From an optimization exercise on the open Yosys and OpenROAD flow, aimed at small area, a short achievable clock period and few clock cycles per item; shortcuts taken in it are not production practice. Function not checked in this run: the RTL went through the layout flow alone.

==> flow/design.v <==
package ex_pkg;
  localparam int unsigned XLEN    = 32;
  localparam int unsigned RADDR_W = 5;
  typedef enum logic [3:0] {
    OP_ADD   = 4'd0,
    OP_SUB   = 4'd1,
    OP_AND   = 4'd2,
    OP_OR    = 4'd3,
    OP_XOR   = 4'd4,
    OP_SLL   = 4'd5,
    OP_SRL   = 4'd6,
    OP_SRA   = 4'd7,
    OP_SLT   = 4'd8,
    OP_SLTU  = 4'd9,
    OP_MUL   = 4'd10,
    OP_MULH  = 4'd11,
    OP_MULHU = 4'd12,
    OP_CLROV = 4'd13
  } op_field_e;
  typedef enum logic [3:0] {
    ALU_NOP,
    ALU_ADD,
    ALU_SUB,
    ALU_AND,
    ALU_OR,
    ALU_XOR,
    ALU_SLL,
    ALU_SRL,
    ALU_SRA,
    ALU_SLT,
    ALU_SLTU
  } alu_op_e;
  typedef enum logic [1:0] {
    MUL_LO,
    MUL_HSS,
    MUL_HUU
  } mul_op_e;
endpackage
module ex_decoder
(
  input  logic [3:0] op_i,
  output logic       is_mul_o,    
  output logic       mul_hi_o,    
  output logic       mul_sgn_o,   
  output logic       we_o,        
  output logic       illegal_o    
);
  always_comb begin
    is_mul_o  = (op_i == 4'd10) | (op_i == 4'd11) | (op_i == 4'd12);
    mul_hi_o  = (op_i == 4'd11) | (op_i == 4'd12);
    mul_sgn_o = (op_i == 4'd11);
    we_o      = (op_i <= 4'd12);
    illegal_o = (op_i >= 4'd14);
  end
endmodule
module ex_alu
(
  input  logic [3:0]  op_i,
  input  logic [31:0] a_i,
  input  logic [31:0] b_i,
  output logic [31:0] result_o,
  output logic        overflow_o
);
  logic        sub;
  logic [31:0] b_x;
  logic [32:0] sum;
  logic        lt_s, lt_u;
  logic [31:0] a_rev, sh_in, sh_out, sh_rev;
  logic        sh_fill;
  assign sub = (op_i == 4'd1) | (op_i == 4'd8) | (op_i == 4'd9);
  assign b_x = b_i ^ {32{sub}};
  assign sum = {1'b0, a_i} + {1'b0, b_x} + {32'd0, sub};
  assign overflow_o = ((op_i == 4'd0) | (op_i == 4'd1)) &
                      (a_i[31] == b_x[31]) & (sum[31] != a_i[31]);
  assign lt_u = ~sum[32];
  assign lt_s = (a_i[31] != b_i[31]) ? a_i[31] : sum[31];
  always_comb begin
    for (int i = 0; i < 32; i++) a_rev[i] = a_i[31-i];
  end
  assign sh_in   = (op_i == 4'd5) ? a_rev : a_i;
  assign sh_fill = (op_i == 4'd7) & a_i[31];
  assign sh_out  = $unsigned($signed({sh_fill, sh_in}) >>> b_i[4:0]);
  always_comb begin
    for (int i = 0; i < 32; i++) sh_rev[i] = sh_out[31-i];
  end
  always_comb begin
    case (op_i)
      4'd0, 4'd1: result_o = sum[31:0];
      4'd2:       result_o = a_i & b_i;
      4'd3:       result_o = a_i | b_i;
      4'd4:       result_o = a_i ^ b_i;
      4'd5:       result_o = sh_rev;
      4'd6, 4'd7: result_o = sh_out;
      4'd8:       result_o = {31'd0, lt_s};
      4'd9:       result_o = {31'd0, lt_u};
      default:    result_o = 32'd0;
    endcase
  end
endmodule
module ex_mult
#(
  parameter int unsigned K = 8
) (
  input  logic [31:0]  h_i,        
  input  logic         h_sgn_i,    
  input  logic [31:0]  a_i,        
  input  logic         a_sgn_i,    
  input  logic [K-1:0] c_i,        
  input  logic         c_sgn_i,    
  output logic [31:0]  h_o,        
  output logic [K-1:0] l_o         
);
  logic signed [33+K:0] t;
  logic signed [32:0]   a_x, h_x;
  logic signed [K:0]    c_x;
  assign a_x = {a_sgn_i & a_i[31], a_i};
  assign h_x = {h_sgn_i & h_i[31], h_i};
  assign c_x = {c_sgn_i & c_i[K-1], c_i};
  assign t   = h_x + a_x * c_x;
  assign h_o = t[K+31:K];
  assign l_o = t[K-1:0];
endmodule
module ex_top
#(
  parameter int unsigned K = 8
) (
  input  logic               clk,
  input  logic               rst_n,
  input  logic               issue_valid_i,
  output logic               issue_ready_o,
  input  ex_pkg::op_field_e          issue_op_i,
  input  logic [ex_pkg::RADDR_W-1:0] issue_rd_i,
  input  logic [ex_pkg::XLEN-1:0]    issue_a_i,
  input  logic [ex_pkg::XLEN-1:0]    issue_b_i,
  output logic               wb_valid_o,
  input  logic               wb_ready_i,
  output logic [ex_pkg::RADDR_W-1:0] wb_rd_o,
  output logic               wb_we_o,
  output logic [ex_pkg::XLEN-1:0]    wb_data_o,
  output logic               wb_illegal_o,
  output logic               ovf_o,
  output logic               mul_busy_o
);
  localparam int unsigned S  = 32 / K;
  localparam int unsigned CW = (S > 1) ? $clog2(S) : 1;
  logic        rdy_q;
  logic        v1_q;
  logic [3:0]  op1_q;
  logic [4:0]  rd1_q;
  logic [31:0] a1_q;
  logic [31:0] b1_q;
  logic [CW-1:0] cnt_q;
  logic        hv_q, hwe_q, hill_q, ovf_q;
  logic [4:0]  hrd_q;
  logic [31:0] hd_q;
  logic        sv_q, swe_q, sill_q, sf_q;
  logic [4:0]  srd_q;
  logic [31:0] sd_q;
  logic        spec_q;
  logic        busy_q;
  logic is_mul, mul_hi, mul_sgn, dec_we, dec_ill;
  ex_decoder i_dec (
    .op_i      (op1_q),
    .is_mul_o  (is_mul),
    .mul_hi_o  (mul_hi),
    .mul_sgn_o (mul_sgn),
    .we_o      (dec_we),
    .illegal_o (dec_ill)
  );
  logic in_mul, in_hi_unused, in_sgn_unused, in_we_unused, in_ill_unused;
  ex_decoder i_dec_in (
    .op_i      (issue_op_i),
    .is_mul_o  (in_mul),
    .mul_hi_o  (in_hi_unused),
    .mul_sgn_o (in_sgn_unused),
    .we_o      (in_we_unused),
    .illegal_o (in_ill_unused)
  );
  logic [31:0] alu_res;
  logic        alu_ovf;
  logic        alu_flag;
  ex_alu i_alu (
    .op_i       (op1_q),
    .a_i        (a1_q),
    .b_i        (b1_q),
    .result_o   (alu_res),
    .overflow_o (alu_ovf)
  );
  assign alu_flag = (op1_q == 4'd13) ? 1'b0 : (alu_ovf | spec_q);
  logic          first, last;
  logic [31:0]   h_new;
  logic [K-1:0]  l_new;
  logic [31:0]   lo_word;
  logic [31:0]   mul_res;
  assign first = (cnt_q == '0);
  assign last  = (cnt_q == CW'(S - 1));
  ex_mult #(.K(K)) i_mult (
    .h_i     (first ? 32'd0 : hd_q),
    .h_sgn_i (mul_sgn),
    .a_i     (a1_q),
    .a_sgn_i (mul_sgn),
    .c_i     (b1_q[K-1:0]),
    .c_sgn_i (mul_sgn & last),
    .h_o     (h_new),
    .l_o     (l_new)
  );
  assign lo_word = {l_new, b1_q[31:K]};
  assign mul_res = mul_hi ? h_new : lo_word;
  logic head_free, alu_go, mul_go, mul_fin;
  assign head_free = ~hv_q | wb_ready_i;
  assign alu_go    = v1_q & ~is_mul & (~sv_q | head_free);
  assign mul_go    = v1_q & is_mul & (~first | (~sv_q & head_free));
  assign mul_fin   = mul_go & last;
  logic v1_d, sv_d, mul_d;
  logic [CW-1:0] cnt_d;
  assign v1_d  = rdy_q ? issue_valid_i : (v1_q & ~(alu_go | mul_fin));
  assign mul_d = rdy_q ? in_mul : is_mul;
  assign cnt_d = mul_go ? (last ? '0 : cnt_q + 1'b1) : cnt_q;
  always_comb begin
    sv_d = sv_q;
    if (alu_go & (sv_q | ~head_free)) sv_d = 1'b1;
    else if (sv_q & head_free)        sv_d = 1'b0;
  end
  always_ff @(posedge clk or negedge rst_n) begin
    if (!rst_n) begin
      rdy_q  <= 1'b1;
      v1_q   <= 1'b0;
      cnt_q  <= '0;
      hv_q   <= 1'b0;
      sv_q   <= 1'b0;
      ovf_q  <= 1'b0;
      spec_q <= 1'b0;
      busy_q <= 1'b0;
    end else begin
      v1_q   <= v1_d;
      cnt_q  <= cnt_d;
      sv_q   <= sv_d;
      busy_q <= v1_d & mul_d;
      rdy_q  <= ~v1_d | (~mul_d & ~sv_d) | (mul_d & (cnt_d == CW'(S - 1)));
      if (alu_go) spec_q <= alu_flag;
      if (head_free) begin
        if (sv_q) begin
          hv_q  <= 1'b1;
          ovf_q <= sf_q;
        end else if (alu_go) begin
          hv_q  <= 1'b1;
          ovf_q <= alu_flag;
        end else if (mul_fin) begin
          hv_q  <= 1'b1;
          ovf_q <= spec_q;
        end else begin
          hv_q  <= 1'b0;
          ovf_q <= spec_q;
        end
      end
      if (alu_go & (sv_q | ~head_free)) sf_q <= alu_flag;
    end
  end
  always_ff @(posedge clk) begin
    if (rdy_q) begin
      op1_q <= issue_op_i;
      rd1_q <= issue_rd_i;
      a1_q  <= issue_a_i;
      b1_q  <= issue_b_i;
    end else if (mul_go) begin
      b1_q  <= lo_word;
    end
  end
  always_ff @(posedge clk) begin
    if (head_free) begin
      if (sv_q) begin
        hd_q   <= sd_q;
        hrd_q  <= srd_q;
        hwe_q  <= swe_q;
        hill_q <= sill_q;
      end else if (alu_go) begin
        hd_q   <= alu_res;
        hrd_q  <= rd1_q;
        hwe_q  <= dec_we;
        hill_q <= dec_ill;
      end else if (mul_go) begin
        hd_q   <= last ? mul_res : h_new;
        hrd_q  <= rd1_q;
        hwe_q  <= 1'b1;
        hill_q <= 1'b0;
      end
    end
    if (alu_go & (sv_q | ~head_free)) begin
      sd_q   <= alu_res;
      srd_q  <= rd1_q;
      swe_q  <= dec_we;
      sill_q <= dec_ill;
    end
  end
  assign issue_ready_o = rdy_q;
  assign wb_valid_o    = hv_q;
  assign wb_rd_o       = hrd_q;
  assign wb_we_o       = hwe_q;
  assign wb_data_o     = hd_q;
  assign wb_illegal_o  = hill_q;
  assign ovf_o         = ovf_q;
  assign mul_busy_o    = busy_q;
endmodule
==> flow/run.sh <==
#!/bin/bash
# synth_recipe.tcl (not shown) runs the flow's synth.tcl, then flattens the netlist and writes it again
# the make line also repeats each setting of config.mk as NAME=value (left out here)
make -C /OpenROAD-flow-scripts/flow DESIGN_CONFIG=/design/flow/config.mk WORK_HOME=/design/flow/orfs CLKGATE_MAP_FILE= SYNTH_SCRIPT=/design/flow/synth_recipe.tcl finish
==> flow/config.mk <==
export PLATFORM = sky130hd
export DESIGN_NAME = ex_top
export DESIGN_NICKNAME = ex_top
export VERILOG_FILES = /design/flow/design.v
export SDC_FILE = /design/flow/constraint.sdc
export NUM_CORES = 4
export LEC_CHECK = 0
export CAP_MARGIN = 20
export CORE_MARGIN = 2
export CORE_UTILIZATION = 40
export SLEW_MARGIN = 20
==> flow/constraint.sdc <==
create_clock -name core_clock -period 13.0 [get_ports {clk}]
set_input_delay 2.6000 -clock core_clock [delete_from_list [all_inputs] [get_ports {clk}]]
set_output_delay 2.6000 -clock core_clock [all_outputs]
set_load 0.01 [all_outputs]
==> results.txt <==
==> registers in the layout, indices dropped and copies added, names as in the netlist, 2 cells and up <==
| signal | count |
|---|---|
| op1_q | 4 |
| sd_q | 32 |
| hrd_q | 5 |
| srd_q | 5 |
| rd1_q | 5 |
| cnt_q | 2 |
| b1_q | 32 |
| a1_q | 32 |
| hd_q | 32 |
==> cell families after synthesis <==
group                      share of synthesized area (%)
muxes                                               6.90
buffers and inverters                               8.85
xor gates and xnor gates                            3.45
adders and majority gates                           33.3
DFF                                                 20.7
and+or+nand+nor                                     12.8
AOI/OAI and AO/OA                                   14.0
==> cells in the mapped netlist (all sizes together) (15+ instances only) <==
| cell type | instances |
|---|---|
| a21o | 26 |
| a21oi | 97 |
| a221oi | 17 |
| a22oi | 27 |
| a31oi | 16 |
| buf | 40 |
| clkbuf | 105 |
| edfxtp | 152 |
| fa | 267 |
| ha | 188 |
| inv | 382 |
| mux2 | 19 |
| mux2i | 35 |
| mux4 | 45 |
| nand2 | 259 |
| nand3 | 21 |
| nand4 | 19 |
| nor2 | 269 |
| nor2b | 37 |
| nor3 | 20 |
| o211ai | 32 |
| o21ai | 146 |
| o221ai | 15 |
| xnor2 | 65 |
| xor2 | 26 |
==> layout make-up <==
type / count / area, um^2
Inverter: 386 / 1450
Timing Repair Buffer: 159 / 1490
Clock inverter: 14 / 129
Clock buffer: 18 / 450
Antenna cell: 2 / 5.00
Sequential cell: 161 / 4800
Tap cell: 765 / 957
Fill cell: 5576 / 31800
Multi-Input combinational cell: 1824 / 16300
==> per-layer routing <==
metal	vias up	share of wire (%)	track usage, %
met3	209	9.1	6.95
met2	1000	45	49.4
met4	2	4.5	13.6
met5	-	0.014	0
met1	9951	42	42.4
li1	8559	-	-
==> cells in the final DEF, fill, tap and decap left out, types with 10 or more instances in the layout <==
cell type,count
o21ai_0,123
a211oi_1,11
clkbuf_16,18
a21o_1,26
a22oi_1,27
and2_1,10
o31ai_1,10
xnor2_1,65
nor3_1,20
a31oi_1,16
o211ai_1,32
xor2_1,26
edfxtp_1,152
nor2b_1,37
mux4_2,45
o21a_1,13
mux2_2,19
nor2_1,267
nand4_1,19
o21ai_1,23
a21oi_1,96
clkdlybuf4s50_1,119
nand2_1,259
inv_1,379
ha_1,188
nand3_1,21
nand2b_1,10
and3_1,12
mux2i_1,33
o22ai_1,10
o221ai_1,15
a221oi_1,16
buf_4,40
fa_1,267
==> worst max path at each step <==
stage / startpoint / end / slack, ns / cells after the start
after floorplan: op1_q[2] / hd_q[29] / 6.25 / 25
after global placement: b1_q[3] / hd_q[28] / 5.63 / 22
after detailed placement: op1_q[3] / hd_q[30] / 5.53 / 23
after CTS: op1_q[3] / hd_q[30] / 5.48 / 23
after global routing: op1_q[3] / hd_q[18] / 4.97 / 23
final: op1_q[3] / hd_q[30] / 5.47 / 23
==> worst register-to-register path, cell delays in order (launching register included) <==
cell,delay [ns]
edfxtp_1,0.70
nand2b_1,0.32
nor2_1,0.46
nand3_1,0.13
buf_4,0.27
nor2_1,0.22
fa_1,0.44
inv_1,0.08
fa_1,0.43
fa_1,0.53
fa_1,0.44
fa_1,0.50
inv_1,0.04
ha_1,0.34
a21oi_1,0.16
o21ai_0,0.13
a211o_1,0.36
a221o_1,0.37
a311oi_2,0.41
nor3_1,0.16
o31ai_2,0.38
nand3_1,0.11
and3_1,0.16
a311oi_2,0.23
==> stage by stage <==
stage                     setup slack [ns]  utilization (%)  area [um^2]  std cells
after global placement                5.63             43.6        25000       3295
final                                 5.47             44.6        25600       3329
after CTS                             5.48             44.6        25600       3327
after floorplan                       6.25                -        23100       2516
after detailed placement              5.53             43.6        25000       3295
after global routing                  4.97             44.6        25600       3327
==> results.py <==
metrics = {
    "outcome": {
        "status": "timing/DRC/antenna clean",
    },
    "global_routing": {
        "overflow": 0,
        "grt_pass1_vias": 20328,
        "grt_pass1_wl_mm": 136,
        "grt_use_total_pct": 31.7,
        "grt_max_degree": 67,
        "antenna_found_initial": 4,
    },
    "hold_path": {
        "hold_class": "flop to flop",
        "min-delay-start": "rd1_q[3]",
        "hold_path_end": "srd_q[3]",
        "hold_depth": 0,
    },
    "cts": {
        "postCtsSetupRepairBufs": 0,
        "cts.reportedPaths.clkPinSlew_ns": 0.07,
        "cts_tree": "yes",
        "clock_latency_ns": 0.51,
        "cts-root-buf": "clkbuf_16",
        "cts-buffers-inserted": 17,
        "hold_buffers": 0,
        "ctsResizeCount": 0,
        "cts_buffer_depth": 2,
        "ctsHtreeMaxLevel": 4,
        "numClockSinks": 161,
    },
    "logic_synthesis": {
        "syn_area_mm2": 0.0231,
        "netlist.area_leader.share_pct": 23.1,
        "synth-seq-cells": 161,
        "synth_ff_type": "edfxtp_1",
        "synthTopCellsByArea": "fa_1, edfxtp_1, ha_1, inv_1, mux4_2",
        "avgSynthCellArea_um2": 9.19,
        "synth_edf_count": 152,
        "syn_nets": 3048,
        "yosysTopAreaCell": "fa_1",
        "ys_types": 85,
        "synthArstFlopShare_pct": 5.59,
        "yosysSeqAreaShare_pct": 20.7,
        "synth_warnings": 3,
        "synthCells": 2516,
    },
    "floorplanning": {
        "row_count": 88,
        "die_y_um": 244,
        "start_util_pct": 40.3,
        "die_x_um": 244,
        "dieArea_mm2": 0.0597,
        "coreArea_mm2": 0.0574,
        "pin_count": 120,
    },
    "route": {
        "dr.pass1.iters": 5,
        "vias": 19721,
        "drtAntennaViolNets": 0,
        "viasPerCell": 5.92,
        "wire_per_inst_um": 28.1,
        "drt-total-wl_mm": 93.6,
        "drt_iter0_drc": 2237,
        "drc_errors": 0,
    },
    "setup_path": {
        "timing.critical_path.buf_inv": 3,
        "crit_path_end_kind": "flop",
        "cpPeakStageDelay_ns": 0.70,
        "cp_max_fo": 27,
        "rr_startpoint": "op1_q[3]",
        "required_ns": 13.33,
        "cp_cell_sequence": "nand2b_1 > nor2_1 > nand3_1 > buf_4 > nor2_1 > fa_1 > inv_1 > fa_1 > fa_1 > fa_1 > fa_1 > inv_1 > ha_1 > a21oi_1 > o21ai_0 > a211o_1 > a221o_1 > a311oi_2 > nor3_1 > o31ai_2 > nand3_1 > and3_1 > a311oi_2",
        "cpMostUsedCell": "fa_1",
        "reg2reg_to": "hd_q[30]",
        "start_kind": "flop",
        "path_class": "flop to flop",
        "arrival_ns": 7.86,
        "r2r_cells": 23,
        "critPathTopFamily": "adder cells",
        "crit_slowest_cell": "edfxtp_1",
        "r2r_slack_ns": 5.47,
    },
    "final_layout": {
        "area_growth_pct": 10.8,
        "layout.nets": 3081,
        "drive_above_1_share_pct": 6.48,
    },
    "place": {
        "dp_hpwl_mm": 71.3,
        "place_congestion": 0.952,
        "io_buffers": 119,
    },
    "timing": {
        "hold_viol": 0,
        "holdWs_ns": 0.452,
        "slew_viol_final": 0,
        "timing.slew.headroom_pct": 26.3,
        "grt_setup_unrepaired": "false",
        "finalCritPeriodShare_pct": 57.9,
        "setup-violations-final": 0,
        "fin_crit_ns": 7.53,
        "finClkSkew_ns": 0.0160,
        "tightest_slew_ns": 1.10,
        "fin_setup_tns_ns": 0,
        "maxClockFrequency_mhz": 133,
    },
    "flow_run": {
        "drv_cap": 0,
    },
}

==> static timing again, ports no longer ideal <==
In the flow no input, the clock included, has a driving cell. The finished layout below was timed again as built, in two steps.
Step 1 (the two cells are an assumption about what drives the block):
set clk [get_ports {clk}]
set_driving_cell -lib_cell sky130_fd_sc_hd__clkbuf_16 $clk
set_driving_cell -lib_cell sky130_fd_sc_hd__buf_2 [delete_from_list [all_inputs] $clk]
Step 2 also shifts input and output timing later by t, the mid clock arrival at the registers, as if the neighbouring blocks saw the same clock.
a / b / c = ideal / step 1 / step 2; a / b = the first two.
t (ns): 0.556
setup slack, ns: 5.467 / 5.467 / 5.467
latest minus earliest clock arrival (ns): 0.016 / 0.017
After both steps this run still meets setup and hold. For this run, drivers alone change the setup slack by 0.000 ns; drivers and shift together by 0.000 ns.
